What follows belongs to an exercise in optimizing a design on an open flow for small area, a short achievable clock period and few clock cycles per item; a production flow would make more cautious choices.
RTL that was checked went through simulation tests only; none was proved equivalent to the original.
The RTL of runs 4 to 7 was laid out without a check of its function.
No activity file was given, so power comes from the tool's default toggle rates.

<file path="flow/constraint.sdc">
create_clock -name core_clock -period 11.0 [get_ports {clk}]
set_input_delay 2.2000 -clock core_clock [delete_from_list [all_inputs] [get_ports {clk}]]
set_output_delay 2.2000 -clock core_clock [all_outputs]
set_load 0.01 [all_outputs]
</file>
<file path="flow/run.sh">
#!/bin/bash
# synth_recipe.tcl (not shown) runs the flow's synth.tcl, then flattens the netlist and writes it again
# the make line also repeats each setting of config.mk as NAME=value (left out here)
make -C /OpenROAD-flow-scripts/flow DESIGN_CONFIG=/design/flow/config.mk WORK_HOME=/design/flow/orfs CLKGATE_MAP_FILE= SYNTH_SCRIPT=/design/flow/synth_recipe.tcl finish
</file>
<file path="flow/design.v">
`default_nettype none
package rhss_pkg;
  localparam int BYTE_W        = 8;
  localparam int POSITION_W    = 32;
  localparam int LENGTH_W      = 6;
  localparam int CFG_DATA_W    = 64;
  localparam int CFG_INDEX_W   = 3;
  localparam int PATTERN_WORDS = 4;
  localparam int MAX_PATTERN   = 32;
  localparam logic [CFG_INDEX_W-1:0] REG_PATTERN_LENGTH = 3'd0;
endpackage
`default_nettype wire
`default_nettype none
import rhss_pkg::*;
module rolling_hash_string_search (
  input  wire logic                   clk,
  input  wire logic                   rst,
  input  wire logic                   cfg_write_enable,
  input  wire logic [rhss_pkg::CFG_INDEX_W-1:0] cfg_index,
  input  wire logic [rhss_pkg::CFG_DATA_W-1:0]  cfg_data,
  input  wire logic                   text_valid,
  output wire logic                   text_ready,
  input  wire logic [rhss_pkg::BYTE_W-1:0]      text_byte,
  input  wire logic                   text_last,
  output wire logic                   result_valid,
  input  wire logic                   result_ready,
  output wire logic                   result_found,
  output wire logic [rhss_pkg::POSITION_W-1:0]  result_position
);
  logic [CFG_DATA_W-1:0]    pat_word [PATTERN_WORDS];
  logic [PATTERN_WORDS-1:0] word_set;      
  logic [4:0]               len_m1;        
  logic [MAX_PATTERN-1:0]   mvec;
  logic                     first;         
  logic                     s2_valid;
  logic                     s2_last;
  logic                     s2_first;
  logic                     matched;       
  logic                     out_valid;
  logic                     out_found;
  logic [POSITION_W-1:0]    pos;           
  logic                     ready_q;
  logic                     take;
  logic                     zero_byte;
  logic [MAX_PATTERN-1:0]   eq;
  logic [MAX_PATTERN-1:0]   mvec_new;
  assign take      = text_valid && ready_q;
  assign zero_byte = (text_byte == '0);
  always_comb begin
    for (int k = 0; k < MAX_PATTERN; k++) begin
      eq[k] = word_set[k/8] ? (text_byte == pat_word[k/8][(k%8)*8 +: 8]) : zero_byte;
    end
    mvec_new = eq & {mvec[MAX_PATTERN-2:0] & {(MAX_PATTERN-1){!first}}, 1'b1};
  end
  logic                     hit;
  logic                     need;
  logic                     stall;
  logic                     go;
  logic [POSITION_W-1:0]    pos_cur;
  logic                     out_valid_nx;
  logic                     s2_valid_nx;
  logic                     matched_nx;
  assign hit     = mvec[len_m1];
  assign need    = s2_valid && !matched;
  assign stall   = need && out_valid && !result_ready;
  assign go      = need && !stall;
  assign pos_cur = s2_first ? (POSITION_W'(0) - POSITION_W'(len_m1)) : pos;
  always_comb begin
    out_valid_nx = out_valid && !result_ready;
    if (go && (hit || s2_last)) out_valid_nx = 1'b1;
    s2_valid_nx = take || (s2_valid && stall);
    matched_nx  = matched;
    if (s2_valid && !stall) begin
      if (s2_last) matched_nx = 1'b0;
      else if (need && hit) matched_nx = 1'b1;
    end
  end
  always_ff @(posedge clk) begin
    if (rst) begin
      word_set  <= '0;
      len_m1    <= '0;
      first     <= 1'b1;
      s2_valid  <= 1'b0;
      matched   <= 1'b0;
      out_valid <= 1'b0;
      ready_q   <= 1'b1;
    end else begin
      if (cfg_write_enable) begin
        if (cfg_index == REG_PATTERN_LENGTH) begin
          if (cfg_data[5:0] == 6'd0) len_m1 <= 5'd0;
          else if (cfg_data[5]) len_m1 <= 5'd31;
          else len_m1 <= cfg_data[4:0] - 5'd1;
        end
        for (int w = 0; w < PATTERN_WORDS; w++) begin
          if (cfg_index == CFG_INDEX_W'(w + 1)) word_set[w] <= 1'b1;
        end
      end
      if (take) first <= text_last;
      s2_valid  <= s2_valid_nx;
      matched   <= matched_nx;
      out_valid <= out_valid_nx;
      ready_q   <= !(out_valid_nx && s2_valid_nx && !matched_nx);
    end
  end
  always_ff @(posedge clk) begin
    if (cfg_write_enable) begin
      for (int w = 0; w < PATTERN_WORDS; w++) begin
        if (cfg_index == CFG_INDEX_W'(w + 1)) pat_word[w] <= cfg_data;
      end
    end
    if (take) begin
      mvec     <= mvec_new;
      s2_last  <= text_last;
      s2_first <= first;
    end
    if (go) begin
      if (hit) begin
        out_found <= 1'b1;
        pos       <= pos_cur;
      end else if (s2_last) begin
        out_found <= 1'b0;
        pos       <= '0;
      end else begin
        pos       <= pos_cur + POSITION_W'(1);
      end
    end
  end
  assign text_ready      = ready_q;
  assign result_valid    = out_valid;
  assign result_found    = out_found;
  assign result_position = pos;
endmodule
`default_nettype wire
</file>
<file path="flow/config.mk">
export PLATFORM = sky130hd
export DESIGN_NAME = rolling_hash_string_search
export DESIGN_NICKNAME = rolling_hash_string_search
export VERILOG_FILES = /design/flow/design.v
export SDC_FILE = /design/flow/constraint.sdc
export NUM_CORES = 4
export LEC_CHECK = 0
export CAP_MARGIN = 20
export CORE_MARGIN = 2
export CORE_UTILIZATION = 40
export SLEW_MARGIN = 20
</file>
==> results of run 1 <==
cell usage after synthesis, drive strengths merged, types with 4 or more instances:
master  count
a41oi       9
edfxtp    323
mux2i      20
a211oi      6
dfxtp      14
nor2b       5
xor2      108
nand3      18
or4         9
inv        18
clkbuf     30
a22oi       4
nand4      37
o211ai      4
and3        6
nor3b      35
buf        27
nand2      33
a311oi      4
nor3        9
xnor2     159
a31oi      39
o21ai      21
nor2       60
a21oi      19
nor4       36
worst max-delay path, stage by stage:
cell,delay [ps]
buf_2,100
buf_4,320
nor4_1,340
nand2_1,140
nor2_1,840
a31oi_1,190
nor3b_1,240
power breakdown:
group | internal, mW | total, mW | switching, mW
sequential | 1.46 | 1.50 | 0.0340
clock | 0.675 | 1.17 | 0.499
combinational | 0.111 | 0.253 | 0.142
stage by stage:
| step | worst slack (ps) | util | cell area, um^2 |
|---|---|---|---|
| final | 6960 | 0.480 | 18100 |
| after global placement | 6480 | 0.450 | 16900 |
| after CTS | 6980 | 0.480 | 18100 |
| after floorplan | 5320 | - | 15300 |
| after global routing | 6830 | 0.480 | 18100 |
| after detailed placement | 6450 | 0.450 | 16900 |
layer usage:
metal	vias up	part of all wire	GRT usage
met4	0	0.016	0.0439
li1	4293	-	-
met3	49	0.050	0.0272
met5	-	0	0
met1	4571	0.45	0.249
met2	257	0.49	0.313
flip-flops by register name, indices dropped and copies added (netlist names):
name and count:
word_set 4, s2_last 1, matched 1, out_valid 1, pat_word 256, out_found 1, len_m1 5, s2_first 1
mvec 32, pos 32, ready_q 1, s2_valid 1, first 1
cells by family (layout without fill, tap and decap cells):
group                    count (synthesis)  count (layout)  share of synthesized area
AO/OA/AOI/OAI                          122             122                     0.0579
buffers and inverters                   75             219                     0.0205
adder cells (fa/ha/maj)                  3               3                    0.00246
AND/OR/NAND/NOR                        261             261                     0.0980
multiplexers                            22              22                     0.0146
XOR/XNOR                               267             267                      0.153
flip-flops                             337             337                      0.653
cells in the final DEF, fill, tap and decap left out, types with 3 or more instances in the layout:
cell               n
o22ai_1            3
and2_1             3
clkbuf_16         39
a211oi_1           6
clkdlybuf4s50_1  107
nor2b_1            5
o21ai_0           19
nor4_1            35
or4_1              8
and3_1             4
ha_1               3
inv_1             17
nor2_4             3
nand4_1           37
nor3_1             8
xor2_1           108
a31oi_1           38
nand2_1           33
buf_2              8
clkinv_1           7
edfxtp_1         323
nor3b_1           35
dfxtp_1           13
a41oi_1            8
clkinv_2          10
clkbuf_1           8
a311oi_1           4
mux2i_1           20
nor2_1            55
nand3_1           16
a22oi_1            4
buf_4             18
xnor2_1          159
a21oi_1           19
worst max path at each step:
stage                          start                        to  slack [ps]  cells past startpoint
global placement        text_byte[0]        mvec[21]$_DFFE_PP_        6480                      7
global route            text_byte[4]        mvec[21]$_DFFE_PP_        6830                      7
finish                  text_byte[4]        mvec[21]$_DFFE_PP_        6960                      7
CTS                     text_byte[0]        mvec[23]$_DFFE_PP_        6980                      7
floorplan           cfg_write_enable  pat_word[0][0]$_DFFE_PP_        5320                      3
detailed placement      text_byte[0]        mvec[21]$_DFFE_PP_        6450                      7
area by class of cell:
cell class                      count  share of cell area
Clock buffer                       47              0.0556
Clock inverter                     21             0.00809
Inverter                           18             0.00387
Multi-Input combinational cell    675               0.276
Sequential cell                   337               0.552
Tap cell                          511              0.0354
Timing Repair Buffer              133              0.0689
==> metrics.csv, run 1 <==
stage;metric;value;unit
status;status;finished clean;
min_path;hold_sp;s2_valid$_SDFF_PP0_;
clocking;Sink Count;337;
floorplan;Die H;199;um
synthesis;Area contributors post-synth;edfxtp_1 (64%), xnor2_1 (9.1%), xor2_1 (6.2%);
timing;final number of setup-violating endpoints;0;
setup_path;R2R Path End;pos[10]$_DFFE_PP_;
clocking;Setup Fix Bufs, Post-CTS;0;
floorplan;Initial Util;0.405;
finish;FF+latch area;9980;um^2
setup_path;Worst R2R Path Depth;9;
synthesis;Async SR Flop Fraction;0;
timing;final setup TNS;0;ps
detailed_routing;first-pass detailed-route iteration total;5;
timing;clock skew;21.8;ps
job;max-cap violation count;0;
setup_path;CP Launch Type;primary input;
floorplan;row count;71;
clocking;worst-skew pair later-pin latency;530;ps
detailed_routing;1st-iter DRT viols;617;
synthesis;Syn Area/Cell;14.0;um^2
global_route;initial antenna violation count;0;
clocking;CTS resizes;0;
detailed_routing;via count of the routed design;9170;
floorplan;io pins;116;
global_route;global-route wire length before repair;55600;um
placed_design;Post-Place Cells;1674;
finish;Layout area overhead;18.4;%
power_and_ir_drop;peak supply drop;117;uV
timing;RSZ-0062 raised after global routing;no;
finish;layout cells sized above 1;0.0861;
synthesis;Syn. warnings;2;
synthesis;Synth top area share;0.635;
global_route;number of global-route vias before repair;9307;
clocking;Inserted Clock Buffers;38;
placed_design;DPL Wire Length;22100;um
setup_path;critical path class;in2reg;
synthesis;Post-synth top flop;edfxtp_1;
timing;Tmin final;4040;ps
detailed_routing;DRT Wirelength;36100;um
min_path;Hold Path End;matched$_SDFF_PP0_;
synthesis;Yosys top cell by area;edfxtp_1;
timing;hold_ws;531;ps
clocking;Post-CTS Hold Buffers;0;
global_route;largest net degree at the start of global routing;66;
detailed_routing;DR vias/cell;5.26;
power_and_ir_drop;Tot Pwr;2.92;mW
setup_path;reg-to-reg critical path startpoint;len_m1[1]$_SDFFE_PP0P_;
floorplan;die width;199;um
min_path;Hold Path Cell Cnt;1;
clocking;clock root buffer master;clkbuf_16;
placed_design;GPL Wtd Cong;0.777;
finish;Finished Layout Cells;1742;
setup_path;r2r setup slk;7450;ps
setup_path;kind of end point of the critical path;flip-flop;
clocking;htree depth;2;
synthesis;Synth Cell Area;15300;um^2
timing;fmax;247;MHz
power_and_ir_drop;Pwr Density;162;nW/um^2
detailed_routing;Routed Antenna Nets;0;
finish;Filler cells;3364;
min_path;Hold WC Path Type;reg2reg;
setup_path;crit path max fanout;33;
clocking;CTS clk-pin slew, worst paths;60;ps
global_route;grt ovf;0;
timing;fin. max-slew vios;0;
timing;Final Cycle Share;0.367;
finish;footprint of the multi-input gates;5000;um^2
finish;ant diodes;0;
floorplan;Die Area;39800;um^2
synthesis;#FFs+latches synth;337;
finish;Net count, final;1287;
detailed_routing;Post-route DRC;0;
floorplan;CORE AREA;37700;um^2
synthesis;EDFF count, synth;323;
synthesis;sequential share of the synthesized area;0.653;
clocking;CTS tree;built;
synthesis;Syn Inst Count;1087;
timing;Worst-Margin Slew;1100;ps
setup_path;Arr. time, crit path;4400;ps
synthesis;Synth cell types;65;
setup_path;required time worst endpoint;11360;ps
detailed_routing;DR WL/cell;20.7;um
timing;Final Hold Fails;0;
global_route;All-Layer GR Usage;0.184;
power_and_ir_drop;leakage;5.73;nW
timing;Slew HR;0.265;
placed_design;I/O Buffers;115;
clocking;maximum buffer depth of the clock tree;3;
Testbench counts, summed over its fixed seeds: cycles 37,377, bytes 37,092.
==> run 2: changes to the inputs <==
==> flow/flow/run.sh (new file) <==
#!/bin/bash
# Standard layout, with timing repair aiming past the clock period so the achieved
# period (clock period less setup slack) shrinks. Settings in flow/margin.txt.
set -euo pipefail
MARGIN=$(cat flow/margin.txt)
bash standard.sh SETUP_SLACK_MARGIN="$MARGIN" finish > make_finish.log 2>&1
==> flow/flow/margin.txt (new file) <==
8
==> flow/standard.sh (new file) <==
#!/bin/bash
# synth_recipe.tcl (not shown) runs the flow's synth.tcl, then flattens the netlist and writes it again
# the make line also repeats each setting of config.mk as NAME=value (left out here)
make -C /OpenROAD-flow-scripts/flow DESIGN_CONFIG=/design/flow/config.mk WORK_HOME=/design/flow/orfs CLKGATE_MAP_FILE= SYNTH_SCRIPT=/design/flow/synth_recipe.tcl "${@:-finish}"
--- a/flow/config.mk
+++ b/flow/config.mk
@@ -5,6 +5,7 @@
 export SDC_FILE = /design/flow/constraint.sdc
 export NUM_CORES = 4
 export LEC_CHECK = 0
+export ABC_AREA = 1
 export CAP_MARGIN = 20
 export CORE_MARGIN = 2
 export CORE_UTILIZATION = 40
removed: flow/run.sh
==> run 2 against run 1 <==
  * Combinational power increased by 54%
  * Synthesized area is 5.7% higher
  * Die area increased by 5.6%
  * Final cell count increased by 27%
  * Clock-buffer cell count rose by 3
  * Largest power group unchanged
  * Sequential power is essentially flat
  * Critical path type is now reg2out
  * Power is 6.3% higher
  * Hold slack worse by 88 ps
==> metrics.csv, run 2 <==
stage;metric;value;unit
synthesis;Post-synth top flop;edfxtp_1;
floorplan;io pins;116;
placed_design;GPL Wtd Cong;0.882;
timing;final setup TNS;0;ps
clocking;Sink Count;337;
power_and_ir_drop;Pwr Density;149;nW/um^2
detailed_routing;Post-route DRC;0;
setup_path;Critical Path Slowest Stage Cell;edfxtp_1;
placed_design;DP Worst Slack;6230;ps
floorplan;Initial Util;0.405;
finish;commonest cells after routing, fill and taps aside;edfxtp_1 (323), nand2_1 (310), nand3_1 (103);
timing;Final Hold Fails;0;
global_route;number of global-route vias before repair;11800;
placed_design;Post-Place Cells;2056;
floorplan;die width;205;um
min_path;Hold Path Cell Cnt;0;
detailed_routing;DRT Wirelength;51900;um
synthesis;Synth cell types;47;
finish;ant diodes;0;
synthesis;Async SR Flop Fraction;0;
setup_path;r2r setup slk;8210;ps
setup_path;CP Launch Type;flip-flop;
detailed_routing;1st-iter DRT viols;1378;
power_and_ir_drop;Tot Pwr;3.11;mW
synthesis;Yosys top cell by area;edfxtp_1;
finish;Layout area overhead;29.5;%
clocking;CTS tree;built;
clocking;htree depth;2;
timing;Slew HR;0.264;
synthesis;sequential share of the synthesized area;0.618;
floorplan;row count;73;
setup_path;delay-heaviest family, CP;flip-flops;
min_path;Hold WC Path Type;reg2reg;
global_route;grt ovf;0;
timing;fin. max-slew vios;0;
synthesis;Syn Inst Count;1472;
detailed_routing;via count of the routed design;12400;
detailed_routing;DR WL/cell;23.5;um
finish;layout cells sized above 1;0.259;
clocking;worst-skew pair later-pin latency;560;ps
finish;Top Registers;pat_word: 256 flops, mvec: 32 flops, pos: 32 flops;
clocking;maximum buffer depth of the clock tree;3;
synthesis;Syn Area/Cell;11.0;um^2
power_and_ir_drop;peak supply drop;163;uV
floorplan;Die Area;42000;um^2
timing;Worst-Margin Slew;1100;ps
synthesis;#FFs+latches synth;337;
setup_path;CP peak stage delay;430;ps
setup_path;reg-to-reg critical path startpoint;len_m1[1]$_SDFFE_PP0P_;
detailed_routing;Routed Antenna Nets;0;
timing;RSZ-0062 raised after global routing;yes;
timing;Tmin final;3360;ps
global_route;largest net degree at the start of global routing;66;
job;max-cap violation count;0;
clocking;clock root buffer master;clkbuf_16;
power_and_ir_drop;leakage;7.35;nW
synthesis;Syn. warnings;2;
finish;Finished Cell Area;20900;um^2
min_path;hold_sp;first$_SDFFE_PP1P_;
finish;Top reg by flops;pat_word;
synthesis;Synth top area share;0.601;
status;status;finished clean;
synthesis;most frequent cell after synthesis;edfxtp_1;
finish;final core occ;0.525;
timing;Final Cycle Share;0.305;
placed_design;DPL Wire Length;29200;um
timing;Final WS setup;7640;ps
detailed_routing;first-pass detailed-route iteration total;6;
global_route;initial antenna violation count;0;
setup_path;Arr. time, crit path;1160;ps
floorplan;CORE AREA;39800;um^2
synthesis;EDFF count, synth;323;
setup_path;required time worst endpoint;8800;ps
finish;Finished Layout Cells;2212;
setup_path;R2R Path End;pos[8]$_DFFE_PP_;
synthesis;Area contributors post-synth;edfxtp_1 (60%), nand2_1 (7.4%), xor2_1 (3.7%);
timing;fmax;298;MHz
synthesis;Synth Cell Area;16100;um^2
global_route;global-route wire length before repair;74700;um
setup_path;crit path max fanout;1;
timing;final number of setup-violating endpoints;0;
setup_path;worst path buffer plus inverter count;1;
placed_design;I/O Buffers;115;
clocking;CTS clk-pin slew, worst paths;60;ps
clocking;Inserted Clock Buffers;39;
timing;clock skew;17.8;ps
setup_path;Cell Chain, Critical Path;buf_2;
setup_path;kind of end point of the critical path;output port;
min_path;Hold Path End;s2_first$_DFFE_PP_;
placed_design;dpl cell area;18000;um^2
setup_path;Worst R2R Path Depth;14;
timing;hold_ws;443;ps
finish;Net count, final;1746;
synthesis;commonest cells in the netlist;edfxtp_1 (323), nand2_1 (318), nand3_1 (112);
setup_path;critical path class;reg2out;
detailed_routing;DR vias/cell;5.59;
finish;commonest non-fill, non-tap cell in the layout;edfxtp_1;
floorplan;Die H;205;um
finish;max FFs per register;256;
global_route;All-Layer GR Usage;0.242;
-- run 2: worst max-delay path by stage --
stage	to	start	cells after the start	slack, ps
2_1_floorplan	pat_word[0][0]$_DFFE_PP_	cfg_index[2]	3	6670
3_3_place_gp	mvec[13]$_DFFE_PP_	text_byte[3]	8	6270
3_5_place_dp	mvec[13]$_DFFE_PP_	text_byte[3]	8	6230
4_1_cts	result_found	out_found$_SDFFCE_PP1P_	1	7610
5_1_grt	result_found	out_found$_SDFFCE_PP1P_	1	7620
6_report	result_found	out_found$_SDFFCE_PP1P_	1	7640
-- run 2: power by group --
part	switching (mW)	internal (mW)
clock	0.527	0.696
sequential	0.0299	1.46
combinational	0.239	0.151
-- run 2: final cells by class --
class                   instances  area (um^2)
inverters                      88          448
clock inverters                16          121
multi-input cells             984         6290
repair inverters                7         83.8
clock buffers                  50         1050
flip-flops and latches        337         9990
well taps                     525          657
fillers                      3470        18900
repair buffers                205         2270
-- run 2: layer usage --
layer,part of all wire,global-route usage,up-vias
li1,-,-,5558
met1,0.40,0.310,6122
met2,0.49,0.406,574
met3,0.074,0.0395,101
met4,0.040,0.105,0
met5,0,0,-
-- run 2: cell families (layout without fill, tap and decap cells) --
logic type      Yosys count  in the layout  synth area share
fa+ha+maj                 3              3           0.00233
compound gates          208            208            0.0797
simple gates            643            644             0.186
flops                   337            337             0.618
xor+xnor                129            129            0.0700
buf+inv                 152            366            0.0437
-- run 2: worst reg2reg max path, cell delays in order, from the launching register on --
cell and delay, ps:
dfxtp_2 510, clkinv_2 260, ha_1 360, nand2_1 50, nand2_1 120, ha_1 170, inv_1 60, a21oi_1 170
nand2_1 130, inv_1 130, nand2_2 120, inv_1 170, nand3_1 100, nand4_1 110, o21ai_1 80
-- run 2: repair_timing --
item / CTS / global route
gates resized for setup: 297 / 109
hold buffers: 0 / 0
pin swaps: 17 / 48
setup endpoints to repair: 428 / 238
buffers inserted: 24 / 41
gates cloned: 20 / 5
==> run 3: changes to the inputs <==
--- a/flow/config.mk
+++ b/flow/config.mk
@@ -5,7 +5,6 @@
 export SDC_FILE = /design/flow/constraint.sdc
 export NUM_CORES = 4
 export LEC_CHECK = 0
-export ABC_AREA = 1
 export CAP_MARGIN = 20
 export CORE_MARGIN = 2
 export CORE_UTILIZATION = 40
==> run 3 against run 2 <==
  * First-iteration DRC count fell by 36%
  * Sequential power barely moved
  * Register-to-register slack barely moved
  * Critical path type is now in2reg
  * Highest routed layer unchanged
==> metrics.csv, run 3 <==
stage;metric;value;unit
synthesis;commonest cells in the netlist;edfxtp_1 (323), xnor2_1 (159), xor2_1 (108);
detailed_routing;DR WL/cell;23.7;um
clocking;clock root buffer master;clkbuf_16;
synthesis;sequential share of the synthesized area;0.653;
clocking;Inserted Clock Buffers;38;
timing;Final WS setup;7640;ps
synthesis;Post-synth top flop;edfxtp_1;
global_route;met3 Usage GRT;0.0378;
setup_path;Cell Chain, Critical Path;buf_12 -> buf_12 -> buf_12 -> buf_12 -> xnor2_2 -> nand4_1 -> nor4_4 -> a31oi_1 -> nor3b_1;
floorplan;Die Area;39800;um^2
synthesis;Syn. warnings;2;
detailed_routing;1st-iter DRT viols;878;
timing;RSZ-0062 raised after global routing;yes;
job;max-cap violation count;0;
floorplan;row count;71;
min_path;Hold WC Path Type;reg2reg;
placed_design;GPL Wtd Cong;0.837;
finish;ant diodes;0;
setup_path;required time worst endpoint;11370;ps
timing;final setup TNS;0;ps
timing;Worst-Margin Slew;906;ps
synthesis;Area contributors post-synth;edfxtp_1 (64%), xnor2_1 (9.1%), xor2_1 (6.2%);
synthesis;EDFF count, synth;323;
global_route;grt peak-use layer;met2;
clocking;Sink Count;337;
finish;Net count, final;1429;
setup_path;kind of end point of the critical path;flip-flop;
finish;Top Registers;pat_word: 256 flops, mvec: 32 flops, pos: 32 flops;
synthesis;#FFs+latches synth;337;
power_and_ir_drop;leakage;7.11;nW
power_and_ir_drop;peak supply drop;129;uV
placed_design;DPL Wire Length;22300;um
setup_path;reg-to-reg critical path startpoint;len_m1[0]$_SDFFE_PP0P_;
setup_path;critical path class;in2reg;
global_route;met1 Usage GRT;0.306;
synthesis;Synth Cell Area;15300;um^2
global_route;number of global-route vias before repair;10400;
setup_path;CP dominant cell by count;buf_12;
finish;Filler cells;3068;
setup_path;worst setup path startpoint;text_byte[0];
power_and_ir_drop;Pwr Density;150;nW/um^2
setup_path;CP Launch Type;primary input;
synthesis;Syn Inst Count;1087;
finish;layout cells sized above 1;0.293;
finish;commonest cells after routing, fill and taps aside;edfxtp_1 (323), xnor2_1 (131), xor2_1 (107);
global_route;grt ovf;0;
timing;hold_ws;586;ps
timing;final number of setup-violating endpoints;0;
synthesis;Async SR Flop Fraction;0;
global_route;All-Layer GR Usage;0.230;
timing;Tmin final;3360;ps
detailed_routing;Post-route DRC;0;
floorplan;io pins;116;
detailed_routing;DRT Wirelength;44700;um
detailed_routing;via count of the routed design;10300;
synthesis;Syn Area/Cell;14.0;um^2
synthesis;most frequent cell after synthesis;edfxtp_1;
timing;Final Hold Fails;0;
setup_path;Critical Path Slowest Stage Cell;nor4_4;
placed_design;I/O Buffers;115;
status;status;finished clean;
timing;Final Cycle Share;0.306;
power_and_ir_drop;Tot Pwr;3.16;mW
finish;commonest non-fill, non-tap cell in the layout;edfxtp_1;
floorplan;Die H;199;um
global_route;global-route wire length before repair;66200;um
setup_path;crit path max fanout;3;
floorplan;Initial Util;0.405;
global_route;initial antenna violation count;0;
synthesis;Synth top area share;0.635;
setup_path;Arr. time, crit path;3730;ps
timing;Slew HR;0.395;
global_route;largest net degree at the start of global routing;59;
synthesis;Yosys top cell by area;edfxtp_1;
global_route;GR Util met2;0.384;
clocking;CTS clk-pin slew, worst paths;60;ps
floorplan;CORE AREA;37700;um^2
placed_design;Post-Place Cells;1670;
timing;fmax;297;MHz
detailed_routing;DR vias/cell;5.45;
synthesis;Synth cell types;65;
finish;max FFs per register;256;
clocking;maximum buffer depth of the clock tree;3;
clocking;worst-skew pair later-pin latency;550;ps
placed_design;DP Worst Slack;6660;ps
clocking;htree depth;2;
finish;Finished Layout Cells;1884;
setup_path;CP peak stage delay;320;ps
floorplan;die width;199;um
finish;Layout area overhead;37.7;%
min_path;hold_sp;len_m1[2]$_SDFFE_PP0P_;
timing;clock skew;27.8;ps
finish;Top reg by flops;pat_word;
detailed_routing;Routed Antenna Nets;0;
clocking;CTS tree;built;
timing;fin. max-slew vios;0;
clocking;Post-CTS Hold Buffers;0;
detailed_routing;first-pass detailed-route iteration total;5;
run 3: cell types whose count changed after synthesis, moves of 33 or more:
cell	delta
inv_1	-57
nor4_1	+33
nor3b_1	+35
a21oi_1	-54
nand3_1	-96
a31oi_1	+37
xnor2_1	+99
nand2_1	-285
or2_2	-39
xor2_1	+39
run 3: kinds of logic after synthesis:
group                    count (synthesis)  synth area share
AND/OR/NAND/NOR                        261            0.0980
adder cells (fa/ha/maj)                  3           0.00246
flip-flops                             337             0.653
AO/OA/AOI/OAI                          122            0.0579
multiplexers                            22            0.0146
XOR/XNOR                               267             0.153
buffers and inverters                   75            0.0205
run 3: final timing paths:
| path | slack, ps | endpoint | cells past startpoint |
|---|---|---|---|
| max | 7640 | mvec[20]$_DFFE_PP_ | 9 |
| min | 590 | len_m1[2]$_SDFFE_PP0P_ | 2 |
| max reg2reg | 8220 | pos[21]$_DFFE_PP_ | 8 |
| min reg2reg | 590 | len_m1[2]$_SDFFE_PP0P_ | 2 |
run 3: timing repair:
item | 4_1_cts | 5_1_grt
buffers inserted | 103 | 23
gates cloned | 20 | 0
pin swaps | 64 | 57
gates resized for setup | 361 | 48
setup endpoints to repair | 432 | 191
run 3: layout make-up:
cell class	count	area, um^2	area share
repair buffers	270	3050	0.145
well taps	511	639	0.0304
multi-input cells	679	6000	0.285
clock buffers	46	1040	0.0496
clock inverters	22	231	0.0110
repair inverters	1	7.51	0.000357
flip-flops and latches	337	9990	0.475
inverters	18	73.8	0.00351
run 3: power by group:
group | internal (mW) | leakage (nW) | switching, mW
sequential | 1.46 | 3.10 | 0.0298
combinational | 0.175 | 3.38 | 0.201
clock | 0.772 | 0.628 | 0.525
total | 2.41 | 7.11 | 0.755
run 3: layer usage:
metal / vias up / part of all wire
li1: 4589 / -
met1: 5208 / 0.42
met2: 397 / 0.49
met3: 79 / 0.068
met4: 0 / 0.026
met5: - / 0
run 3: worst max-delay path: cells and delay by family:
kind | cells | cell delay [ps]
buf+inv | 4 | 480
simple gates | 3 | 770
compound gates | 1 | 130
xor+xnor | 1 | 130
run 3: per-stage QoR:
step                       util  cell area, um^2
after global placement    0.452            17000
after detailed placement  0.452            17000
final                     0.558            21000
after global routing      0.558            21000
after floorplan               -            15700
after CTS                 0.547            20600
==> run 4: changes to the inputs <==
--- a/flow/design.v
+++ b/flow/design.v
@@ -64,7 +64,7 @@
   assign need    = s2_valid && !matched;
   assign stall   = need && out_valid && !result_ready;
   assign go      = need && !stall;
-  assign pos_cur = s2_first ? (POSITION_W'(0) - POSITION_W'(len_m1)) : pos;
+  assign pos_cur = s2_first ? (POSITION_W'(0) - POSITION_W'(len_m1)) : (pos + POSITION_W'(1));
   always_comb begin
     out_valid_nx = out_valid && !result_ready;
     if (go && (hit || s2_last)) out_valid_nx = 1'b1;
@@ -114,15 +114,8 @@
       s2_first <= first;
     end
     if (go) begin
-      if (hit) begin
-        out_found <= 1'b1;
-        pos       <= pos_cur;
-      end else if (s2_last) begin
-        out_found <= 1'b0;
-        pos       <= '0;
-      end else begin
-        pos       <= pos_cur + POSITION_W'(1);
-      end
+      out_found <= hit;
+      pos       <= (s2_last && !hit) ? '0 : pos_cur;
     end
   end
   assign text_ready      = ready_q;
==> flow/flow/run.sh (replaced) <==
#!/bin/bash
# The standard layout (the standard.sh, standard synthesis unchanged) with extra
# ORFS make settings read from flow/knobs.txt: timing repair aims past the clock period
# so the achieved period (clock period less setup slack) shrinks.
set -euo pipefail
read -r -a KNOBS < flow/knobs.txt
bash standard.sh "${KNOBS[@]}" finish > make_finish.log 2>&1
==> flow/flow/knobs.txt (new file) <==
SETUP_SLACK_MARGIN=7.65 REMOVE_ABC_BUFFERS=1
--- a/flow/config.mk
+++ b/flow/config.mk
@@ -8,4 +8,7 @@
 export CAP_MARGIN = 20
 export CORE_MARGIN = 2
 export CORE_UTILIZATION = 40
+export CTS_BUF_LIST = sky130_fd_sc_hd__clkbuf_8 sky130_fd_sc_hd__clkbuf_16
+export CTS_CLUSTER_DIAMETER = 80
+export CTS_CLUSTER_SIZE = 30
 export SLEW_MARGIN = 20
removed: flow/flow/margin.txt
==> run 4 against run 3 <==
  * Global-route usage decreased by 4.2 points
  * Worst setup slack got worse by 4.4 ps
  * Synthesized area decreased by 1.5%
  * Non-clock buffer count decreased by 58
  * Clock skew increased by 3.6 ps
  * Flip-flop and latch count unchanged
  * Power decreased by 17%
  * Clock power decreased by 36%
  * Final cell count decreased by 8.9%
  * Hold slack got worse by 100 ps
  * Sequential power about the same
  * Critical endpoint is now result_position[20]
  * Largest power group unchanged
  * Highest routed layer unchanged
==> metrics.csv, run 4 <==
stage;metric;value;unit
status;status;finished clean;
clocking;CTS clk-pin slew, worst paths;110;ps
global_route;grt ovf;0;
synthesis;Yosys top cell by area;edfxtp_1;
global_route;number of global-route vias before repair;8729;
detailed_routing;first-pass detailed-route iteration total;5;
finish;final core occ;0.497;
finish;Finished Cell Area;18500;um^2
clocking;Sink Count;337;
detailed_routing;Routed Antenna Nets;0;
min_path;Hold Path Cell Cnt;2;
synthesis;Async SR Flop Fraction;0;
timing;final number of setup-violating endpoints;0;
placed_design;dpl cell area;16700;um^2
setup_path;CP peak stage delay;470;ps
timing;fmax;297;MHz
timing;fin. max-slew vios;0;
finish;Finished Layout Cells;1716;
floorplan;row count;71;
synthesis;Synth cell types;50;
floorplan;io pins;116;
min_path;Hold WC Path Type;reg2reg;
timing;Worst-Margin Slew;932;ps
synthesis;commonest cells in the netlist;edfxtp_1 (323), xnor2_1 (165), xor2_1 (124);
power_and_ir_drop;Tot Pwr;2.61;mW
detailed_routing;DR WL/cell;23.3;um
setup_path;critical path class;reg2out;
power_and_ir_drop;Pwr Density;141;nW/um^2
timing;clock skew;31.3;ps
global_route;largest net degree at the start of global routing;66;
synthesis;most frequent cell after synthesis;edfxtp_1;
setup_path;worst path buffer plus inverter count;1;
timing;RSZ-0062 raised after global routing;yes;
setup_path;required time worst endpoint;8800;ps
clocking;htree depth;1;
clocking;worst-skew pair later-pin latency;540;ps
floorplan;Die H;198;um
power_and_ir_drop;leakage;6.02;nW
finish;max FFs per register;256;
timing;Final Hold Fails;0;
timing;Slew HR;0.378;
clocking;CTS tree;built;
placed_design;GPL Wtd Cong;0.792;
synthesis;Syn Area/Cell;14.3;um^2
min_path;Hold Path End;matched$_SDFF_PP0_;
finish;commonest non-fill, non-tap cell in the layout;edfxtp_1;
min_path;hold_sp;matched$_SDFF_PP0_;
synthesis;sequential share of the synthesized area;0.664;
setup_path;kind of end point of the critical path;output port;
synthesis;Syn. warnings;2;
clocking;Post-CTS Hold Buffers;0;
setup_path;Arr. time, crit path;1170;ps
timing;Final Cycle Share;0.306;
clocking;clock root buffer master;clkbuf_16;
detailed_routing;1st-iter DRT viols;678;
synthesis;Post-synth top flop;edfxtp_1;
global_route;global-route wire length before repair;54900;um
global_route;initial antenna violation count;1;
synthesis;Synth top area share;0.645;
placed_design;DPL Wire Length;20200;um
setup_path;Worst R2R Path Depth;6;
detailed_routing;DR vias/cell;5.36;
finish;Net count, final;1316;
finish;commonest cells after routing, fill and taps aside;edfxtp_1 (323), xnor2_1 (164), xor2_1 (124);
timing;final setup TNS;0;ps
global_route;All-Layer GR Usage;0.188;
setup_path;CP Launch Type;flip-flop;
floorplan;die width;198;um
floorplan;CORE AREA;37300;um^2
setup_path;Cell Chain, Critical Path;buf_2;
power_and_ir_drop;peak supply drop;117;uV
setup_path;Critical Path Slowest Stage Cell;edfxtp_1;
synthesis;Synth Cell Area;15000;um^2
setup_path;r2r setup slk;8080;ps
synthesis;EDFF count, synth;323;
synthesis;#FFs+latches synth;337;
setup_path;reg-to-reg critical path startpoint;len_m1[0]$_SDFFE_PP0P_;
finish;Layout area overhead;23.2;%
setup_path;delay-heaviest family, CP;flip-flops;
placed_design;Post-Place Cells;1599;
clocking;Inserted Clock Buffers;18;
synthesis;Area contributors post-synth;edfxtp_1 (64%), xnor2_1 (9.6%), xor2_1 (7.2%);
finish;layout cells sized above 1;0.186;
setup_path;R2R Path End;pos[30]$_SDFFCE_PP0P_;
placed_design;I/O Buffers;115;
floorplan;Initial Util;0.403;
finish;Top Registers;pat_word: 256 flops, mvec: 32 flops, pos: 32 flops;
timing;Tmin final;3370;ps
detailed_routing;DRT Wirelength;40000;um
clocking;maximum buffer depth of the clock tree;3;
detailed_routing;Post-route DRC;0;
finish;Top reg by flops;pat_word;
job;max-cap violation count;0;
setup_path;crit path max fanout;4;
synthesis;Syn Inst Count;1053;
floorplan;Die Area;39200;um^2
detailed_routing;via count of the routed design;9191;
[run 4: layout make-up]
class	count	area (um^2)
multi-input combinational	653	5130
antenna	1	2.50
clock inverter	10	188
clock buffer	19	475
sequential	337	9980
tap	474	593
inverter	10	37.5
timing repair buffer	212	2120
fill	3223	18800
[run 4: timing repair]
item,CTS,global route
pin swaps,8,14
setup buffers,40,31
setup endpoints to repair,327,156
gates cloned,7,9
gates resized for setup,193,52
[run 4: metal layers]
layer  track usage  wire length (um)
met4        0.0398               850
met1         0.265             17500
met2         0.312             19000
met5             0                 0
met3        0.0247              2570
[run 4: power breakdown]
part	switching [mW]	internal, mW	total (mW)
clock	0.450	0.386	0.836
sequential	0.0278	1.46	1.48
combinational	0.159	0.134	0.293
total	0.637	1.98	2.61
[run 4: worst max-delay path by stage]
stage,from,depth (start not counted),slack (ps),endpoint
3_5_place_dp,text_byte[5],7,6580,mvec[4]$_DFFE_PP_
2_1_floorplan,cfg_write_enable,3,5320,pat_word[0][0]$_DFFE_PP_
3_3_place_gp,cfg_write_enable,5,6650,pat_word[1][48]$_DFFE_PP_
5_1_grt,pos[20]$_SDFFCE_PP0P_,1,7600,result_position[20]
6_report,pos[20]$_SDFFCE_PP0P_,1,7630,result_position[20]
4_1_cts,pos[6]$_SDFFCE_PP0P_,1,7530,result_position[6]
[run 4: logic make-up (layout without fill, tap and decap cells)]
logic type / Yosys count / after routing / share of synthesized area
fa+ha+maj: 3 / 3 / 0.00250
flops: 337 / 337 / 0.664
mux: 15 / 15 / 0.0111
xor+xnor: 289 / 289 / 0.168
other cells: 0 / 1 / 0
simple gates: 247 / 253 / 0.0938
compound gates: 93 / 93 / 0.0415
buf+inv: 69 / 251 / 0.0193
[run 4: per-stage QoR]
step | hold slack [ps] | setup WS (ps)
finish | 482 | 7630
global route | 523 | 7600
CTS | 487 | 7530
detailed placement | 467 | 6580
global placement | 455 | 6650
floorplan | 433 | 5320
==> run 5: changes to the inputs <==
--- a/flow/config.mk
+++ b/flow/config.mk
@@ -8,7 +8,4 @@
 export CAP_MARGIN = 20
 export CORE_MARGIN = 2
 export CORE_UTILIZATION = 40
-export CTS_BUF_LIST = sky130_fd_sc_hd__clkbuf_8 sky130_fd_sc_hd__clkbuf_16
-export CTS_CLUSTER_DIAMETER = 80
-export CTS_CLUSTER_SIZE = 30
 export SLEW_MARGIN = 20
==> run 5 against run 4 <==
  * Synthesized area unchanged
  * Clock-buffer cell count up 33
  * Combinational power down 5%
  * Via count down 0.49%
  * Global-route usage up 0.33 points
  * Register-to-register slack better by 40 ps
  * Critical endpoint unchanged
==> metrics.csv, run 5 <==
stage;metric;value;unit
status;status;finished clean;
finish;Top Registers;pat_word: 256 flops, mvec: 32 flops, pos: 32 flops;
power_and_ir_drop;sequential power share;0.504;
clocking;Sink Count;337;
synthesis;commonest cells in the netlist;edfxtp_1 (323), xnor2_1 (165), xor2_1 (124);
detailed_routing;DR WL/cell;23.1;um
timing;final setup TNS;0;ps
setup_path;delay-heaviest family, CP;flip-flops;
synthesis;Post-synth top flop;edfxtp_1;
finish;ant diodes;0;
global_route;grt ovf;0;
finish;Top reg by flops;pat_word;
setup_path;critical path class;reg2out;
timing;Worst-Margin Slew;911;ps
synthesis;Synth Cell Area;15000;um^2
finish;layout cells sized above 1;0.174;
timing;final number of setup-violating endpoints;0;
synthesis;Syn. warnings;2;
synthesis;Yosys top cell by area;edfxtp_1;
synthesis;#FFs+latches synth;337;
detailed_routing;first-pass detailed-route iteration total;5;
timing;hold_ws;474;ps
synthesis;Area contributors post-synth;edfxtp_1 (64%), xnor2_1 (9.6%), xor2_1 (7.2%);
synthesis;Syn Inst Count;1053;
setup_path;reg-to-reg critical path startpoint;len_m1[0]$_SDFFE_PP0P_;
setup_path;r2r setup slk;8120;ps
clocking;Post-CTS Hold Buffers;0;
placed_design;DPL Wire Length;20200;um
global_route;initial antenna violation count;2;
power_and_ir_drop;peak supply drop;118;uV
timing;Final WS setup;7650;ps
floorplan;die width;198;um
synthesis;Syn Area/Cell;14.3;um^2
setup_path;R2R Path End;pos[30]$_SDFFCE_PP0P_;
setup_path;Arr. time, crit path;1150;ps
power_and_ir_drop;Clk network pwr share;0.402;
finish;Filler cells;3221;
synthesis;most frequent cell after synthesis;edfxtp_1;
setup_path;CP Launch Type;flip-flop;
floorplan;Die H;198;um
clocking;maximum buffer depth of the clock tree;3;
timing;Tmin final;3350;ps
clocking;CTS clk-pin slew, worst paths;60;ps
placed_design;I/O Buffers;115;
timing;Slew HR;0.392;
job;max-cap violation count;0;
detailed_routing;Routed Antenna Nets;0;
finish;commonest cells after routing, fill and taps aside;edfxtp_1 (323), xnor2_1 (165), xor2_1 (124);
floorplan;Die Area;39200;um^2
synthesis;EDFF count, synth;323;
min_path;Hold Path End;matched$_SDFF_PP0_;
placed_design;GPL Wtd Cong;0.792;
setup_path;crit path max fanout;4;
setup_path;Critical Path Slowest Stage Cell;edfxtp_1;
power_and_ir_drop;Sw Ratio;0.229;
power_and_ir_drop;total net switching power;0.676;mW
setup_path;CP peak stage delay;450;ps
floorplan;row count;71;
setup_path;kind of end point of the critical path;output port;
detailed_routing;1st-iter DRT viols;708;
synthesis;Synth cell types;50;
global_route;largest net degree at the start of global routing;66;
finish;Net count, final;1309;
floorplan;io pins;116;
timing;fin. max-slew vios;0;
setup_path;worst path buffer plus inverter count;1;
timing;clock skew;20.8;ps
setup_path;required time worst endpoint;8800;ps
clocking;Inserted Clock Buffers;38;
power_and_ir_drop;leakage;6.09;nW
timing;fmax;299;MHz
power_and_ir_drop;Comb pwr share;0.094;
clocking;CTS tree;built;
power_and_ir_drop;P_int;2.28;mW
synthesis;Async SR Flop Fraction;0;
min_path;Hold WC Path Type;reg2reg;
placed_design;DP Worst Slack;6580;ps
detailed_routing;DR vias/cell;5.31;
detailed_routing;DRT Wirelength;39800;um
floorplan;CORE AREA;37300;um^2
timing;Final Hold Fails;0;
clocking;clock root buffer master;clkbuf_16;
global_route;number of global-route vias before repair;8930;
timing;Final Cycle Share;0.304;
floorplan;Initial Util;0.403;
finish;max FFs per register;256;
synthesis;Synth top area share;0.645;
clocking;worst-skew pair later-pin latency;530;ps
detailed_routing;Post-route DRC;0;
finish;Layout area overhead;24.1;%
setup_path;Worst R2R Path Depth;6;
power_and_ir_drop;Tot Pwr;2.95;mW
global_route;All-Layer GR Usage;0.191;
min_path;Hold Path Cell Cnt;2;
global_route;global-route wire length before repair;55500;um
setup_path;Cell Chain, Critical Path;buf_2;
detailed_routing;via count of the routed design;9146;
power_and_ir_drop;Pwr Density;158;nW/um^2
timing;RSZ-0062 raised after global routing;yes;
synthesis;sequential share of the synthesized area;0.664;
finish;commonest non-fill, non-tap cell in the layout;edfxtp_1;
clocking;htree depth;2;
min_path;hold_sp;matched$_SDFF_PP0_;
-- run 5: cell counts after synthesis --
No cell type changed its count.
-- run 5: layout make-up --
cell class	instances	area, um^2	share of cell area
multi-input combinational	653	5090	0.273
clock inverter	13	134	0.00717
timing repair buffer	185	1820	0.0974
inverter	10	37.5	0.00201
clock buffer	52	1010	0.0543
sequential	337	9980	0.535
tap	474	593	0.0318
-- run 5: worst min-delay path, cell delays in order (launching register included) --
cell	delay, ps
dfxtp_1	320
nand2_1	50
o21ai_0	60
-- run 5: cell families after synthesis --
group | synth area share
and+or+nand+nor | 0.0938
AOI/OAI and AO/OA | 0.0415
DFF | 0.664
adders and majority gates | 0.00250
muxes | 0.0111
xor gates and xnor gates | 0.168
buffers and inverters | 0.0193
-- run 5: metal layers --
layer	up-vias	part of all wire	routed length, um	GRT usage
li1	4220	-	-	-
met2	301	0.48	19000	0.314
met5	-	0	0	0
met4	0	0.015	610	0.0420
met3	45	0.065	2600	0.0310
met1	4580	0.44	17600	0.267
-- run 5: how the worst max path moves through the flow --
stage                          startpoint                        end  slack [ps]  cells past startpoint
floorplan                cfg_write_enable   pat_word[0][0]$_DFFE_PP_        5320                      3
global placement         cfg_write_enable  pat_word[1][48]$_DFFE_PP_        6650                      5
detailed placement           text_byte[5]          mvec[4]$_DFFE_PP_        6580                      7
CTS                  pos[6]$_SDFFCE_PP0P_         result_position[6]        7540                      1
global route                 text_byte[4]          mvec[4]$_DFFE_PP_        7570                      7
finish              pos[20]$_SDFFCE_PP0P_        result_position[20]        7650                      1
-- run 5: power groups by stage --
stage	logic (mW)	clock network [mW]	registers, mW
finish	0.279	1.19	1.49
global route	0.301	1.26	1.49
CTS	0.260	1.21	1.49
detailed placement	0.237	0	1.52
global placement	0.234	0	1.52
floorplan	0.112	0	1.52
-- run 5: metrics by stage --
step / cell area [um^2] / cells / utilization
3_3_place_gp: 16600 / 1598 / 0.446
2_1_floorplan: 14800 / 994 / -
3_5_place_dp: 16700 / 1599 / 0.446
6_report: 18700 / 1724 / 0.500
5_1_grt: 18700 / 1724 / 0.500
4_1_cts: 18300 / 1710 / 0.490
-- run 5: repair_timing --
item / in CTS / in global routing
endpoints found under the setup margin: 327 / 252
setup buffers: 39 / 7
pin swaps: 9 / 12
cloned: 7 / 7
gates resized for setup: 192 / 45
==> run 6: changes to the inputs <==
==> flow/design.v (replaced) <==
`default_nettype none
package rhss_pkg;
  localparam int BYTE_W        = 8;
  localparam int POSITION_W    = 32;
  localparam int LENGTH_W      = 6;
  localparam int CFG_DATA_W    = 64;
  localparam int CFG_INDEX_W   = 3;
  localparam int PATTERN_WORDS = 4;
  localparam int MAX_PATTERN   = 32;
  localparam logic [CFG_INDEX_W-1:0] REG_PATTERN_LENGTH = 3'd0;
endpackage
`default_nettype wire
`default_nettype none
import rhss_pkg::*;
module rolling_hash_string_search (
  input  wire logic                   clk,
  input  wire logic                   rst,
  input  wire logic                   cfg_write_enable,
  input  wire logic [rhss_pkg::CFG_INDEX_W-1:0] cfg_index,
  input  wire logic [rhss_pkg::CFG_DATA_W-1:0]  cfg_data,
  input  wire logic                   text_valid,
  output wire logic                   text_ready,
  input  wire logic [rhss_pkg::BYTE_W-1:0]      text_byte,
  input  wire logic                   text_last,
  output wire logic                   result_valid,
  input  wire logic                   result_ready,
  output wire logic                   result_found,
  output wire logic [rhss_pkg::POSITION_W-1:0]  result_position
);
  logic [CFG_DATA_W-1:0]    pat_word [PATTERN_WORDS];
  logic [4:0]               len_m1;        
  logic                     in_valid;
  logic [BYTE_W-1:0]        in_byte;
  logic                     in_last;
  logic [MAX_PATTERN-1:0]   mvec;
  logic                     first;         
  logic                     matched;       
  logic                     out_valid;
  logic                     out_found;
  logic [POSITION_W-1:0]    pos;           
  logic                     ready_q;
  logic [CFG_DATA_W-1:0]    wr_data;
  logic [PATTERN_WORDS-1:0] wr_en;
  logic [PATTERN_WORDS-1:0] word_set;
  assign wr_data = cfg_data;
  always_comb begin
    for (int w = 0; w < PATTERN_WORDS; w++) begin
      wr_en[w] = cfg_write_enable && cfg_index == CFG_INDEX_W'(w + 1);
    end
  end
  always_ff @(posedge clk) begin
    if (rst) word_set <= '0;
    else word_set <= word_set | wr_en;
  end
  always_ff @(posedge clk) begin
    for (int w = 0; w < PATTERN_WORDS; w++) begin
      if (wr_en[w]) pat_word[w] <= wr_data;
    end
  end
  logic                     take;
  logic [MAX_PATTERN-1:0]   eq;
  logic [MAX_PATTERN-1:0]   mvec_new;
  logic                     hit;
  logic                     need;
  logic                     stall;
  logic                     go;
  logic                     adv;
  logic [POSITION_W-1:0]    pos_cur;
  assign take = text_valid && ready_q;
  always_comb begin
    for (int k = 0; k < MAX_PATTERN; k++) begin
      eq[k] = word_set[k/8] ? (in_byte == pat_word[k/8][(k%8)*8 +: 8]) : (in_byte == 8'd0);
    end
    mvec_new = eq & {mvec[MAX_PATTERN-2:0] & {(MAX_PATTERN-1){!first}}, 1'b1};
  end
  assign hit     = mvec_new[len_m1];
  assign need    = in_valid && !matched;
  assign stall   = need && out_valid && !result_ready;
  assign go      = need && !stall;
  assign adv     = in_valid && !stall;
  assign pos_cur = first ? (POSITION_W'(0) - POSITION_W'(len_m1)) : pos;
  logic out_valid_nx;
  logic in_valid_nx;
  logic matched_nx;
  always_comb begin
    out_valid_nx = out_valid && !result_ready;
    if (go && (hit || in_last)) out_valid_nx = 1'b1;
    in_valid_nx = take || (in_valid && stall);
    matched_nx  = matched;
    if (adv) begin
      if (in_last) matched_nx = 1'b0;
      else if (need && hit) matched_nx = 1'b1;
    end
  end
  always_ff @(posedge clk) begin
    if (rst) begin
      len_m1    <= '0;
      in_valid  <= 1'b0;
      first     <= 1'b1;
      matched   <= 1'b0;
      out_valid <= 1'b0;
      ready_q   <= 1'b1;
    end else begin
      if (cfg_write_enable && cfg_index == REG_PATTERN_LENGTH) begin
        if (cfg_data[5:0] == 6'd0) len_m1 <= 5'd0;
        else if (cfg_data[5]) len_m1 <= 5'd31;
        else len_m1 <= cfg_data[4:0] - 5'd1;
      end
      in_valid  <= in_valid_nx;
      if (adv) first <= in_last;
      matched   <= matched_nx;
      out_valid <= out_valid_nx;
      ready_q   <= !(out_valid_nx && in_valid_nx && !matched_nx);
    end
  end
  always_ff @(posedge clk) begin
    if (!stall) begin
      in_byte <= text_byte;
      in_last <= text_last;
    end
    if (adv) mvec <= mvec_new;
    if (go) begin
      if (hit) begin
        out_found <= 1'b1;
        pos       <= pos_cur;
      end else if (in_last) begin
        out_found <= 1'b0;
        pos       <= '0;
      end else begin
        pos       <= pos_cur + POSITION_W'(1);
      end
    end
  end
  assign text_ready      = ready_q;
  assign result_valid    = out_valid;
  assign result_found    = out_found;
  assign result_position = pos;
endmodule
`default_nettype wire
==> flow/flow/knobs.txt (replaced) <==
SETUP_SLACK_MARGIN=8 REMOVE_ABC_BUFFERS=1
==> run 6 against run 5 <==
  * Synthesized area is 6.8% higher
  * First-iteration DRC count rose by 72%
  * Power rose by 13%
  * Critical path depth rose by 15
  * Sequential power about the same
  * Hold slack better by 76 ps
  * Final cell count grew 23%
==> metrics.csv, run 6 <==
stage;metric;value;unit
status;status;finished clean;
setup_path;CP Launch Type;flip-flop;
placed_design;DPL Wire Length;27500;um
synthesis;Syn. warnings;2;
finish;max FFs per register;256;
synthesis;#FFs+latches synth;343;
synthesis;EDFF count, synth;329;
placed_design;I/O Buffers;115;
clocking;Sink Count;343;
timing;Tmin final;3340;ps
setup_path;Arr. time, crit path;3600;ps
detailed_routing;Routed Antenna Nets;0;
floorplan;Initial Util;0.404;
floorplan;Die H;204;um
setup_path;r2r setup slk;7660;ps
clocking;Inserted Clock Buffers;38;
finish;commonest cells after routing, fill and taps aside;edfxtp_1 (329), xnor2_1 (188), buf_4 (146);
setup_path;crit path max fanout;6;
finish;Net count, final;1651;
global_route;number of global-route vias before repair;12200;
clocking;clock root buffer master;clkbuf_16;
finish;Top Registers;pat_word: 256 flops, pos: 32 flops, mvec: 31 flops;
detailed_routing;DR WL/cell;27.0;um
timing;final setup TNS;0;ps
setup_path;required time worst endpoint;11270;ps
finish;layout cells sized above 1;0.326;
finish;Layout area overhead;42.1;%
power_and_ir_drop;Tot Pwr;3.33;mW
setup_path;CP Capture Point;pos[10]$_DFFE_PP_;
detailed_routing;DR vias/cell;5.85;
synthesis;Async SR Flop Fraction;0;
timing;fmax;300;MHz
setup_path;R2R Path End;pos[10]$_DFFE_PP_;
clocking;CTS clk-pin slew, worst paths;60;ps
global_route;grt ovf;0;
synthesis;Yosys top cell by area;edfxtp_1;
floorplan;io pins;116;
clocking;Post-CTS Hold Buffers;0;
synthesis;Synth Cell Area;16100;um^2
finish;Finished Layout Cells;2123;
timing;final number of setup-violating endpoints;0;
detailed_routing;first-pass detailed-route iteration total;6;
setup_path;critical path class;reg2reg;
placed_design;Post-Place Cells;1813;
placed_design;GPL Wtd Cong;0.917;
power_and_ir_drop;peak supply drop;95.4;uV
timing;Final Cycle Share;0.303;
clocking;htree depth;2;
finish;final core occ;0.575;
detailed_routing;1st-iter DRT viols;1216;
timing;Slew HR;0.496;
finish;Top reg by flops;pat_word;
global_route;largest net degree at the start of global routing;34;
clocking;CTS tree;built;
global_route;global-route wire length before repair;81500;um
setup_path;reg-to-reg critical path startpoint;in_byte[1]$_DFFE_PN_;
power_and_ir_drop;Pwr Density;146;nW/um^2
min_path;Hold WC Path Type;reg2reg;
timing;fin. max-slew vios;0;
synthesis;most frequent cell after synthesis;edfxtp_1;
synthesis;Syn Inst Count;1220;
setup_path;worst setup path startpoint;in_byte[1]$_DFFE_PN_;
floorplan;row count;73;
detailed_routing;via count of the routed design;12400;
synthesis;Area contributors post-synth;edfxtp_1 (61%), xnor2_1 (11%), xor2_1 (3.4%);
synthesis;commonest cells in the netlist;edfxtp_1 (329), xnor2_1 (202), nand2_1 (78);
setup_path;Worst R2R Path Depth;16;
synthesis;Post-synth top flop;edfxtp_1;
global_route;initial antenna violation count;1;
clocking;maximum buffer depth of the clock tree;3;
synthesis;sequential share of the synthesized area;0.632;
synthesis;Synth top area share;0.615;
synthesis;Syn Area/Cell;13.2;um^2
clocking;worst-skew pair later-pin latency;540;ps
floorplan;die width;204;um
finish;Filler cells;3084;
timing;Final Hold Fails;0;
power_and_ir_drop;leakage;7.93;nW
detailed_routing;DRT Wirelength;57300;um
timing;clock skew;16.5;ps
timing;Worst-Margin Slew;753;ps
floorplan;Die Area;41800;um^2
timing;RSZ-0062 raised after global routing;yes;
job;max-cap violation count;0;
synthesis;Synth cell types;71;
setup_path;kind of end point of the critical path;flip-flop;
global_route;All-Layer GR Usage;0.270;
detailed_routing;Post-route DRC;0;
floorplan;CORE AREA;39700;um^2
timing;hold_ws;550;ps
finish;commonest non-fill, non-tap cell in the layout;edfxtp_1;
run 6: worst min path at each step:
stage,from,end,slack (ps),cells after the start
after CTS,word_set[2]$_SDFF_PP0_,word_set[2]$_SDFF_PP0_,550,1
after floorplan,ready_q$_SDFF_PP1_,in_valid$_SDFF_PP0_,490,2
after global placement,matched$_SDFF_PP0_,matched$_SDFF_PP0_,520,1
after global routing,matched$_SDFF_PP0_,matched$_SDFF_PP0_,600,1
after detailed placement,ready_q$_SDFF_PP1_,in_valid$_SDFF_PP0_,540,2
final,matched$_SDFF_PP0_,matched$_SDFF_PP0_,550,1
run 6: routing by layer:
metal	part of all wire	vias up	routed length [um]	track usage
met5	0.00026	-	15	0
li1	-	5258	-	-
met3	0.098	250	5630	0.0633
met4	0.074	2	4230	0.151
met2	0.46	738	26200	0.434
met1	0.37	6165	21300	0.335
run 6: critical path, stage by stage (launching register included):
cell	delay, ps
edfxtp_1	410
buf_6	140
buf_12	140
buf_12	140
buf_6	120
xnor2_2	160
nand3_2	140
o41ai_4	420
o31ai_2	140
a22oi_2	330
nor3_4	80
buf_12	180
buf_8	130
o21ai_4	220
buf_12	140
buf_16	110
o22ai_2	60
run 6: power breakdown:
part	total, mW	switching (mW)	leakage, nW	internal (mW)
logic	0.491	0.258	4.14	0.233
clock network	1.33	0.526	0.638	0.801
registers	1.51	0.0289	3.15	1.48
total	3.33	0.813	7.93	2.52
run 6: cell type report:
| class | count | area, um^2 | share of cell area |
|---|---|---|---|
| antenna | 1 | 2.50 | 0.000110 |
| clock buffer | 47 | 1020 | 0.0445 |
| clock inverter | 23 | 283 | 0.0124 |
| inverter | 14 | 63.8 | 0.00279 |
| multi-input combinational | 806 | 6540 | 0.286 |
| sequential | 343 | 10200 | 0.445 |
| tap | 525 | 657 | 0.0288 |
| timing repair buffer | 364 | 4110 | 0.180 |
run 6: what timing repair did:
action	CTS	global route
setup endpoints to repair	411	176
gates cloned	32	0
gates resized for setup	409	84
setup buffers	160	47
pin swaps	77	54
hold endpoints to repair	0	0
run 6: logic make-up after synthesis:
kind of cell | share of synthesized area
buffers and inverters | 0.0280
flip-flops | 0.632
XOR/XNOR | 0.144
AND/OR/NAND/NOR | 0.109
adder cells (fa/ha/maj) | 0.00234
AO/OA/AOI/OAI | 0.0768
multiplexers | 0.00740
run 6: through the flow:
stage / worst slack, ps / cell area [um^2]
CTS: 7660 / 22000
finish: 7660 / 22800
global placement: 6510 / 17600
floorplan: 5320 / 15700
detailed placement: 6500 / 17600
global route: 7580 / 22800
==> run 7: changes to the inputs <==
--- a/flow/design.v
+++ b/flow/design.v
@@ -41,16 +41,11 @@
   logic                     ready_q;
   logic [CFG_DATA_W-1:0]    wr_data;
   logic [PATTERN_WORDS-1:0] wr_en;
-  logic [PATTERN_WORDS-1:0] word_set;
-  assign wr_data = cfg_data;
+  assign wr_data = cfg_data & {CFG_DATA_W{!rst}};
   always_comb begin
     for (int w = 0; w < PATTERN_WORDS; w++) begin
-      wr_en[w] = cfg_write_enable && cfg_index == CFG_INDEX_W'(w + 1);
+      wr_en[w] = rst || (cfg_write_enable && cfg_index == CFG_INDEX_W'(w + 1));
     end
-  end
-  always_ff @(posedge clk) begin
-    if (rst) word_set <= '0;
-    else word_set <= word_set | wr_en;
   end
   always_ff @(posedge clk) begin
     for (int w = 0; w < PATTERN_WORDS; w++) begin
@@ -69,7 +64,7 @@
   assign take = text_valid && ready_q;
   always_comb begin
     for (int k = 0; k < MAX_PATTERN; k++) begin
-      eq[k] = word_set[k/8] ? (in_byte == pat_word[k/8][(k%8)*8 +: 8]) : (in_byte == 8'd0);
+      eq[k] = (in_byte == pat_word[k/8][(k%8)*8 +: 8]);
     end
     mvec_new = eq & {mvec[MAX_PATTERN-2:0] & {(MAX_PATTERN-1){!first}}, 1'b1};
   end
==> run 7 against run 6 <==
  * Global-route usage decreased by 2.4 points
  * Power increased by 1.0%
  * Final cell count is 1.9% lower
  * Via count decreased by 3.6%
  * Synthesized cell count is 1.5% higher
  * Largest cell class unchanged
  * Highest routed layer is now met4
==> metrics.csv, run 7 <==
stage;metric;value;unit
finish;Net count, final;1608;
synthesis;most frequent cell after synthesis;edfxtp_1;
synthesis;xor/xnor cell area share of the yosys netlist;0.141;
detailed_routing;DR WL/cell;25.0;um
detailed_routing;Post-route DRC;0;
finish;Finished Layout Cells;2082;
finish;Layout area overhead;35.1;%
synthesis;mux cell area share after synthesis;0.00650;
synthesis;sequential share of the synthesized area;0.616;
global_route;largest net degree at the start of global routing;42;
floorplan;Die H;206;um
synthesis;commonest cells in the netlist;edfxtp_1 (329), xnor2_1 (210), nor2b_1 (73);
global_route;GR Util met2;0.420;
synthesis;Synth Cell Area;16400;um^2
timing;Slew HR;0.488;
setup_path;critical path class;reg2reg;
finish;Top reg by flops;pat_word;
job;max-cap violation count;0;
clocking;clock root buffer master;clkbuf_16;
power_and_ir_drop;Pwr Density;152;nW/um^2
synthesis;post-synthesis compound-gate area fraction;0.0681;
synthesis;Syn Area/Cell;13.2;um^2
synthesis;Async SR Flop Fraction;0;
clocking;Inserted Clock Buffers;37;
detailed_routing;via count of the routed design;12000;
setup_path;required time worst endpoint;11310;ps
finish;max FFs per register;256;
finish;commonest cells after routing, fill and taps aside;edfxtp_1 (329), xnor2_1 (201), buf_4 (102);
setup_path;kind of end point of the critical path;flip-flop;
timing;Worst-Margin Slew;760;ps
global_route;All-Layer GR Usage;0.246;
synthesis;adder-cell share of the synthesized area;0.00229;
global_route;grt peak-use layer;met2;
floorplan;Initial Util;0.403;
global_route;grt ovf;0;
power_and_ir_drop;leakage;7.64;nW
timing;clock skew;34.2;ps
clocking;CTS tree;built;
timing;Final Cycle Share;0.311;
timing;fmax;292;MHz
synthesis;Syn. warnings;2;
min_path;Hold WC Path Type;reg2reg;
global_route;global-route wire length before repair;76200;um
finish;commonest non-fill, non-tap cell in the layout;edfxtp_1;
synthesis;Synth top area share;0.604;
synthesis;Post-synth top flop;edfxtp_1;
placed_design;Post-Place Cells;1830;
floorplan;die width;206;um
placed_design;DPL Wire Length;25600;um
timing;final number of setup-violating endpoints;0;
global_route;initial antenna violation count;0;
placed_design;I/O Buffers;115;
clocking;worst-skew pair later-pin latency;560;ps
clocking;Post-CTS Hold Buffers;0;
finish;Top Registers;pat_word: 256 flops, pos: 32 flops, mvec: 31 flops;
power_and_ir_drop;peak supply drop;102;uV
detailed_routing;Routed Antenna Nets;0;
setup_path;Arr. time, crit path;3730;ps
synthesis;Area contributors post-synth;edfxtp_1 (60%), xnor2_1 (11%), xor2_1 (2.8%);
finish;Filler cells;3312;
floorplan;Die Area;42500;um^2
finish;layout cells sized above 1;0.275;
timing;fin. max-slew vios;0;
floorplan;io pins;116;
setup_path;CP Launch Type;flip-flop;
clocking;CTS clk-pin slew, worst paths;70;ps
synthesis;EDFF count, synth;329;
clocking;Sink Count;339;
setup_path;crit path max fanout;7;
floorplan;row count;74;
global_route;met3 Usage GRT;0.0449;
global_route;number of global-route vias before repair;12000;
timing;Tmin final;3420;ps
detailed_routing;DR vias/cell;5.75;
synthesis;Syn Inst Count;1238;
placed_design;GPL Wtd Cong;0.853;
floorplan;CORE AREA;40600;um^2
detailed_routing;1st-iter DRT viols;1273;
global_route;met1 Usage GRT;0.309;
synthesis;Yosys top cell by area;edfxtp_1;
detailed_routing;first-pass detailed-route iteration total;6;
synthesis;main combinational cell family by area after synthesis;XOR/XNOR gates;
synthesis;Synth cell types;78;
synthesis;#FFs+latches synth;339;
status;status;finished clean;
finish;ant diodes;0;
timing;RSZ-0062 raised after global routing;yes;
timing;Final Hold Fails;0;
synthesis;post-synthesis simple-gate area fraction;0.132;
clocking;htree depth;2;
clocking;maximum buffer depth of the clock tree;3;
detailed_routing;DRT Wirelength;52100;um
timing;final setup TNS;0;ps
==> run 7: changes by cell type after synthesis, moves of 13 or more <==
cell and delta:
nor2b_1 +60, nand2_1 -42, buf_6 +25, buf_4 -23
o21ai_0 -18, clkbuf_1 +14, o31ai_1 -13
==> run 7: power breakdown <==
group | switching (mW) | internal (mW) | leakage (nW)
clock network | 0.521 | 0.672 | 0.551
registers | 0.0535 | 1.54 | 3.29
logic | 0.309 | 0.272 | 3.80
==> run 7: layout make-up <==
type / instances / area, um^2 / share of cell area
multi-input cells: 820 / 6610 / 0.299
repair inverters: 1 / 8.76 / 0.000396
inverters: 14 / 81.3 / 0.00368
clock buffers: 45 / 956 / 0.0432
well taps: 532 / 666 / 0.0301
repair buffers: 311 / 3510 / 0.159
flip-flops and latches: 339 / 10100 / 0.457
clock inverters: 20 / 183 / 0.00826
==> run 7: repair_timing <==
action                     in CTS  in global routing
hold endpoints to repair        0                  0
gates resized for setup       358                 61
pin swaps                      62                 52
setup buffers                 123                 35
setup endpoints to repair     497                183
cloned                         27                  2
==> run 7: per-layer routing <==
layer / share of wire / vias to the layer above
met5: 0 / -
met4: 0.041 / 0
met3: 0.077 / 136
met2: 0.49 / 592
met1: 0.40 / 6026
li1: - / 5214
==> run 7: final timing paths <==
kind / from / to / cells past startpoint / slack (ps)
max: in_byte[4]$_DFFE_PN_ / pos[16]$_DFFE_PP_ / 15 / 7580
min: ready_q$_SDFF_PP1_ / in_valid$_SDFF_PP0_ / 2 / 520
min reg2reg: ready_q$_SDFF_PP1_ / in_valid$_SDFF_PP0_ / 2 / 520
max reg2reg: in_byte[4]$_DFFE_PN_ / pos[16]$_DFFE_PP_ / 15 / 7580
==> run 7: stage by stage <==
| step | power, mW | area [um^2] | hold WS [ps] | utilization | setup slack [ps] |
|---|---|---|---|---|---|
| 6_report | 3.37 | 22100 | 516 | 0.544 | 7580 |
| 5_1_grt | 3.47 | 22100 | 536 | 0.544 | 7520 |
| 4_1_cts | 3.34 | 21500 | 508 | 0.529 | 7610 |
| 3_5_place_dp | 2.02 | 17900 | 496 | 0.439 | 6490 |
| 3_3_place_gp | 2.01 | 17900 | 460 | 0.439 | 6490 |
| 2_1_floorplan | 1.87 | 15900 | 447 | - | 5030 |
==> run 7: cells by family (layout without fill, tap and decap cells) <==
group / Yosys count / count (layout)
XOR/XNOR: 263 / 263
multiplexers: 10 / 10
buffers and inverters: 87 / 391
AND/OR/NAND/NOR: 379 / 381
adder cells (fa/ha/maj): 3 / 3
flip-flops: 339 / 339
AO/OA/AOI/OAI: 157 / 163
==> run 7: worst max-delay path, cell delays in order, from the launching register on <==
cell and delay [ps]:
edfxtp_1 480, buf_6 160, buf_6 130, buf_16 150, buf_12 140, xnor2_2 110, nand3_1 100, nor3_2 300
o211ai_1 210, o41ai_4 330, buf_4 180, buf_6 80, buf_6 80, a31o_4 180, a21oi_4 140, a221o_1 370

==> port drivers added, routing unchanged <==
The flow's constraints put no driver on any port. The routed layouts listed below were extracted and timed again, unchanged, in two steps. Step 1 assumes that a clkbuf_16 drives the clock port and a buf_2 every other input. Step 2 moves the port delays by t, midway between the first and last clock arrival at a register: inputs arrive t later, outputs are due t later. That takes back most of the time a late clock gives input paths. a / b / c = no drivers / after step 1 / after step 2; a / b = the first two.
run	t (ns)	setup WS [ns]	hold WS [ns]	worst register clock-pin slew, ns
run 1	0.570	6.958 / 6.990 / 6.420	0.531 / 0.531 / 0.531	0.06 / 0.06
run 2	0.607	7.643 / 7.592 / 7.302	0.443 / 0.443 / 0.443	0.06 / 0.06
run 3	0.585	7.638 / 7.606 / 7.060	0.586 / 0.586 / 0.586	0.06 / 0.06
run 4	0.576	7.634 / 7.581 / 7.097	0.482 / 0.482 / 0.482	0.11 / 0.11
run 5	0.575	7.654 / 7.603 / 7.107	0.474 / 0.474 / 0.474	0.06 / 0.06
run 6	0.587	7.665 / 7.610 / 7.409	0.550 / 0.550 / 0.550	0.07 / 0.07
run 7	0.600	7.580 / 7.543 / 7.431	0.516 / 0.516 / 0.516	0.07 / 0.07
After both steps setup and hold are still met in every run listed. The setup slack of run 3, which loses most, moves by -0.032 ns with the drivers and by -0.578 ns with both steps.
